This is an optimization exercise on Yosys and OpenROAD, whose aim is small area and a short achievable clock period, not a production implementation. Only simulation tests tie the RTL to the original design; equivalence was not proved. Power figures rest on the tool's default switching activity, not on a simulated workload.

==> module hazard_unit, before the edit <==
module hazard_unit (
  input  logic                            fe_valid,
  input  logic [31:0]                     inst,
  input  logic [3*(1 + 5)-1:0] inflight,
  output logic                            stall
);
  logic [4:0] opc;    
  logic [2:0] f3;
  logic [6:0] f7;
  logic       f7_zero, f7_alt, f7_mul;
  logic       r_ok, i_ok, s_ok, b_ok, l_ok, j_ok;
  logic       rs1_used;   
  logic       rs2_form;   
  logic       m1, m2;
  assign opc = inst[6:2];
  assign f3  = inst[14:12];
  assign f7  = inst[31:25];
  assign f7_zero = (f7 == 7'b0000000);
  assign f7_alt  = (f7 == 7'b0100000);
  assign f7_mul  = (f7 == 7'b0000001);
  assign r_ok = (opc == 5'b01100) &&
                (f7_zero || (f7_alt && (f3 == 3'b000 || f3 == 3'b101)) || (f7_mul && f3 == 3'b000));
  assign i_ok = (opc == 5'b00100) &&
                (!(f3[0] && !f3[1]) || f7_zero || (f3 == 3'b101 && f7_alt));
  assign l_ok = (opc == 5'b00000 || opc == 5'b01000) && (f3 == 3'b010);   
  assign j_ok = (opc == 5'b11001) && (f3 == 3'b000);                      
  assign b_ok = (opc == 5'b11000) && !(f3[1] && !f3[2]);                  
  assign rs1_used = inst[1] && inst[0] && (r_ok || i_ok || l_ok || j_ok || b_ok);
  assign rs2_form = inst[5] && !inst[2];
  always_comb begin
    m1 = 1'b0;
    m2 = 1'b0;
    for (int i = 0; i < 3; i++) begin
      if (inflight[i*(1 + 5) + 5] && inflight[i*(1 + 5) +: 5] == inst[19:15]) m1 = 1'b1;
      if (inflight[i*(1 + 5) + 5] && inflight[i*(1 + 5) +: 5] == inst[24:20]) m2 = 1'b1;
    end
  end
  assign stall = fe_valid && rs1_used && (m1 || (rs2_form && m2));
endmodule
==> module decode_top, before the edit <==
module decode_top (
  input  logic                  clk,
  input  logic                  reset,
  input  logic                  fe_valid,
  input  logic [31:0]           fe_inst,
  input  logic [32-1:0]     fe_pc,
  input  logic                  br_flush,
  input  logic [32-1:0]     wb_value,
  output logic                  fe_stall,
  output logic                  de_valid,
  output decode_pkg::op_t       de_op,
  output logic [32-1:0]     de_pc,
  output logic [32-1:0]     de_rs1_val,
  output logic [32-1:0]     de_rs2_val,
  output logic [32-1:0]     de_imm,
  output logic [5-1:0] de_rd,
  output logic                  de_wr_reg,
  output logic                  de_is_branch
);
  decode_pkg::op_t   op;
  logic              wr_reg;
  logic [4:0]        imm_kind;
  logic              de_bubble;
  logic [32-1:0] rs1_val;
  logic [32-1:0] rs2_val;
  logic              valid_q;
  decode_pkg::op_t   op_q;
  logic [4:0]        rd_q;
  logic              wr_q;
  logic [4:0]        kind_q;   
  logic [31:12]      ir_q;     
  logic [4:0]        rd1_q, rd2_q, rd3_q;
  logic              wr1_q, wr2_q, wr3_q;
  inst_decoder u_dec (
    .inst     (fe_inst),
    .op       (op),
    .wr_reg   (wr_reg),
    .imm_kind (imm_kind)
  );
  hazard_unit u_haz (
    .fe_valid (fe_valid),
    .inst     (fe_inst),
    .inflight ({wr2_q, rd2_q, wr1_q, rd1_q, wr_q, rd_q}),
    .stall    (fe_stall)
  );
  assign de_bubble = reset || fe_stall || br_flush || !fe_valid;  
  reg_file u_rf (
    .clk     (clk),
    .reset   (reset),
    .rs1     (fe_inst[19:15]),
    .rs2     (fe_inst[24:20]),
    .rs1_val (rs1_val),
    .rs2_val (rs2_val),
    .wr_en   (wr3_q),
    .wr_idx  (rd3_q),
    .wr_data (wb_value)
  );
  stage_latch #(.WIDTH(1 + 32 + 6 + 5 + 1 + 5 + 2 * 32)) u_de_latch (
    .clk    (clk),
    .bubble (de_bubble),
    .d      ({1'b1, fe_pc, op, fe_inst[11:7], wr_reg, imm_kind, rs1_val, rs2_val}),
    .q      ({valid_q, de_pc, op_q, rd_q, wr_q, kind_q, de_rs1_val, de_rs2_val})
  );
  always_ff @(posedge clk) begin
    ir_q  <= fe_inst[31:12];
    rd1_q <= rd_q;
    rd2_q <= rd1_q;
    rd3_q <= rd2_q;
  end
  stage_latch #(.WIDTH(3)) u_track (
    .clk    (clk),
    .bubble (reset),
    .d      ({wr_q, wr1_q, wr2_q}),
    .q      ({wr1_q, wr2_q, wr3_q})
  );
  logic [31:0] ir;
  assign ir = {ir_q, rd_q, 7'b0};
  assign de_imm = ({32{kind_q[0]}} & {{20{ir[31]}}, ir[31:20]}) |
                  ({32{kind_q[1]}} & {{20{ir[31]}}, ir[31:25], ir[11:7]}) |
                  ({32{kind_q[2]}} & {{20{ir[31]}}, ir[7], ir[30:25], ir[11:8], 1'b0}) |
                  ({32{kind_q[3]}} & {ir[31:12], 12'b0}) |
                  ({32{kind_q[4]}} & {{12{ir[31]}}, ir[19:12], ir[20], ir[30:21], 1'b0});
  assign de_is_branch = kind_q[2];
  assign de_valid     = valid_q;
  assign de_op        = op_q;
  assign de_rd        = rd_q;
  assign de_wr_reg    = wr_q;
endmodule
Settings: LEC_CHECK=0, ABC_CLOCK_PERIOD_IN_PS=4500, CAP_MARGIN=20, CORE_MARGIN=2, CORE_UTILIZATION=50, CTS_CLUSTER_DIAMETER=100, CTS_CLUSTER_SIZE=20, PLACE_DENSITY=0.75, SETUP_SLACK_MARGIN=2.2, SLEW_MARGIN=20, SYNTH_HIERARCHICAL=1; clock period 5.5 ns.
standard.sh (not shown) runs the stock make flow with config.mk's settings and CLKGATE_MAP_FILE= SYNTH_SCRIPT=/design/flow/synth_recipe.tcl, a recipe that flattens the netlist after the stock synthesis.
==> flow/flow/run.sh <==
#!/bin/bash
# The standard layout (standard.sh) with these changes:
#  - synthesis is flow/my_synth.tcl: synth_recipe.tcl with the register file
#    mapped by ABC for area and the hazard unit for
#    delay (see my_synth.tcl);
#  - ports are buffered with buf_2 cells instead of the resizer's default
#    (a delay cell), which is smaller and faster;
#  - clock tree synthesis inserts no dummy loads.
# make's full output goes to flow_make.log in this folder; ORFS's per-step
# logs stay under orfs/logs.
set -euo pipefail
export FLOW_WORK=$PWD
export BUFFER_PORTS_ARGS="-buffer_cell sky130_fd_sc_hd__buf_2"
export CTS_ARGS="-sink_clustering_enable -repair_clock_nets -dont_use_dummy_load -sink_clustering_size 20 -sink_clustering_max_diameter 100"
sed "s#SYNTH_SCRIPT=[^ ]*#SYNTH_SCRIPT=$PWD/flow/my_synth.tcl#" standard.sh > my_standard.sh
bash my_standard.sh > flow_make.log 2>&1
==> flow/flow/abc_hz.script <==
strash
dch
map -D 500
buffer -p
upsize -D 500
dnsize -D 500
==> flow/flow/abc_rf.script <==
&get -n
&st
&syn2
&dch
&nf -R 1000
&put
==> flow/flow/my_synth.tcl <==
# The standard synthesis (synth_recipe.tcl, unchanged) with one change:
# ABC maps two modules with scripts of their own before it maps the rest of
# the design with ORFS's usual script: the register file with an
# area-oriented script (flow/abc_rf.script) and the hazard unit, which holds
# the input-to-output fe_stall path, with a delay-oriented one
# (flow/abc_hz.script). Registers are mapped before ABC runs, so they are the
# same as in the standard synthesis.
proc abc {args} {
  set i [lsearch -exact $args -script]
  set rf_args [lreplace $args [expr {$i + 1}] [expr {$i + 1}] $::env(FLOW_WORK)/flow/abc_rf.script]
  set hz_args [lreplace $args [expr {$i + 1}] [expr {$i + 1}] $::env(FLOW_WORK)/flow/abc_hz.script]
  yosys abc {*}$rf_args reg_file
  yosys abc {*}$hz_args hazard_unit
  yosys abc {*}$args
}
source $::env(FLOW_WORK)/synth_recipe.tcl
Next try:
--- a/flow/design.v
+++ b/flow/design.v
@@ -190,8 +190,11 @@
 endmodule
 module hazard_unit (
+  input  logic                            reset,
   input  logic                            fe_valid,
+  input  logic                            br_flush,
   input  logic [31:0]                     inst,
   input  logic [3*(1 + 5)-1:0] inflight,
-  output logic                            stall
+  output logic                            stall,
+  output logic                            bubble   
 );
   logic [4:0] opc;    
@@ -199,5 +202,4 @@
   logic [6:0] f7;
   logic       f7_zero, f7_alt, f7_mul;
-  logic       r_ok, i_ok, s_ok, b_ok, l_ok, j_ok;
   logic       rs1_used;   
   logic       rs2_form;   
@@ -209,12 +211,17 @@
   assign f7_alt  = (f7 == 7'b0100000);
   assign f7_mul  = (f7 == 7'b0000001);
-  assign r_ok = (opc == 5'b01100) &&
-                (f7_zero || (f7_alt && (f3 == 3'b000 || f3 == 3'b101)) || (f7_mul && f3 == 3'b000));
-  assign i_ok = (opc == 5'b00100) &&
-                (!(f3[0] && !f3[1]) || f7_zero || (f3 == 3'b101 && f7_alt));
-  assign l_ok = (opc == 5'b00000 || opc == 5'b01000) && (f3 == 3'b010);   
-  assign j_ok = (opc == 5'b11001) && (f3 == 3'b000);                      
-  assign b_ok = (opc == 5'b11000) && !(f3[1] && !f3[2]);                  
-  assign rs1_used = inst[1] && inst[0] && (r_ok || i_ok || l_ok || j_ok || b_ok);
+  logic is_op, is_imm, is_ls, is_jalr, is_br;
+  logic a, b, c, d;
+  assign is_op   = inst[1:0] == 2'b11 && opc == 5'b01100;
+  assign is_imm  = inst[1:0] == 2'b11 && opc == 5'b00100;
+  assign is_ls   = inst[1:0] == 2'b11 && (opc == 5'b00000 || opc == 5'b01000);
+  assign is_jalr = inst[1:0] == 2'b11 && opc == 5'b11001;
+  assign is_br   = inst[1:0] == 2'b11 && opc == 5'b11000;
+  assign a = (is_imm && !(f3[0] && !f3[1])) || (is_ls && f3 == 3'b010) ||
+             (is_jalr && f3 == 3'b000) || (is_br && !(f3[1] && !f3[2]));
+  assign b = is_op || is_imm;
+  assign c = (is_op && (f3 == 3'b000 || f3 == 3'b101)) || (is_imm && f3 == 3'b101);
+  assign d = is_op && f3 == 3'b000;
+  assign rs1_used = a || (b && f7_zero) || (c && f7_alt) || (d && f7_mul);
   assign rs2_form = inst[5] && !inst[2];
   always_comb begin
@@ -226,5 +233,6 @@
     end
   end
-  assign stall = fe_valid && rs1_used && (m1 || (rs2_form && m2));
+  assign stall  = fe_valid && rs1_used && (m1 || (rs2_form && m2));
+  assign bubble = reset || br_flush || !fe_valid || (rs1_used && (m1 || (rs2_form && m2)));
 endmodule
 module stage_latch #(
@@ -284,10 +292,12 @@
   );
   hazard_unit u_haz (
+    .reset    (reset),
     .fe_valid (fe_valid),
+    .br_flush (br_flush),
     .inst     (fe_inst),
     .inflight ({wr2_q, rd2_q, wr1_q, rd1_q, wr_q, rd_q}),
-    .stall    (fe_stall)
+    .stall    (fe_stall),
+    .bubble   (de_bubble)
   );
-  assign de_bubble = reset || fe_stall || br_flush || !fe_valid;  
   reg_file u_rf (
     .clk     (clk),
Result: Power hardly moves. Sequential power is about the same. Area after synthesis stays flat. Hold slack gets better by 0.043 ns. Combinational power stays flat. Final cell count hardly moves.

==> port drivers added, routing unchanged <==
The results above use ideal ports. As a check the final layouts listed here were re-extracted and re-timed, cells and wires unchanged. Step 1 assumes that a clkbuf_16 drives the clock port and a buf_2 every other input. Step 2 adds t to the input delays and takes it off the output delays; t is the mean of the earliest and latest rising clock arrival at the registers after step 1. Input paths then give back, and output paths get back, about the clock's delay inside the block. Slacks: no drivers / after step 1 / after step 2; pairs: no drivers / after step 1.
| run | t (ns) | setup WS [ns] | hold WS [ns] | latest minus earliest clock arrival (ns) | worst data-port slew with drivers (ns) |
|---|---|---|---|---|---|
| the first run | 0.714 | 2.197 / 2.174 / 1.520 | 0.333 / 0.333 / 0.333 | 0.066 / 0.066 | 0.09 |
| the second run | 0.710 | 2.120 / 2.115 / 1.429 | 0.377 / 0.377 / 0.377 | 0.079 / 0.079 | 0.08 |
After both steps every run listed still meets setup and hold. For the second run, which loses most, drivers alone change the setup slack by -0.005 ns; drivers and shift together by -0.691 ns.
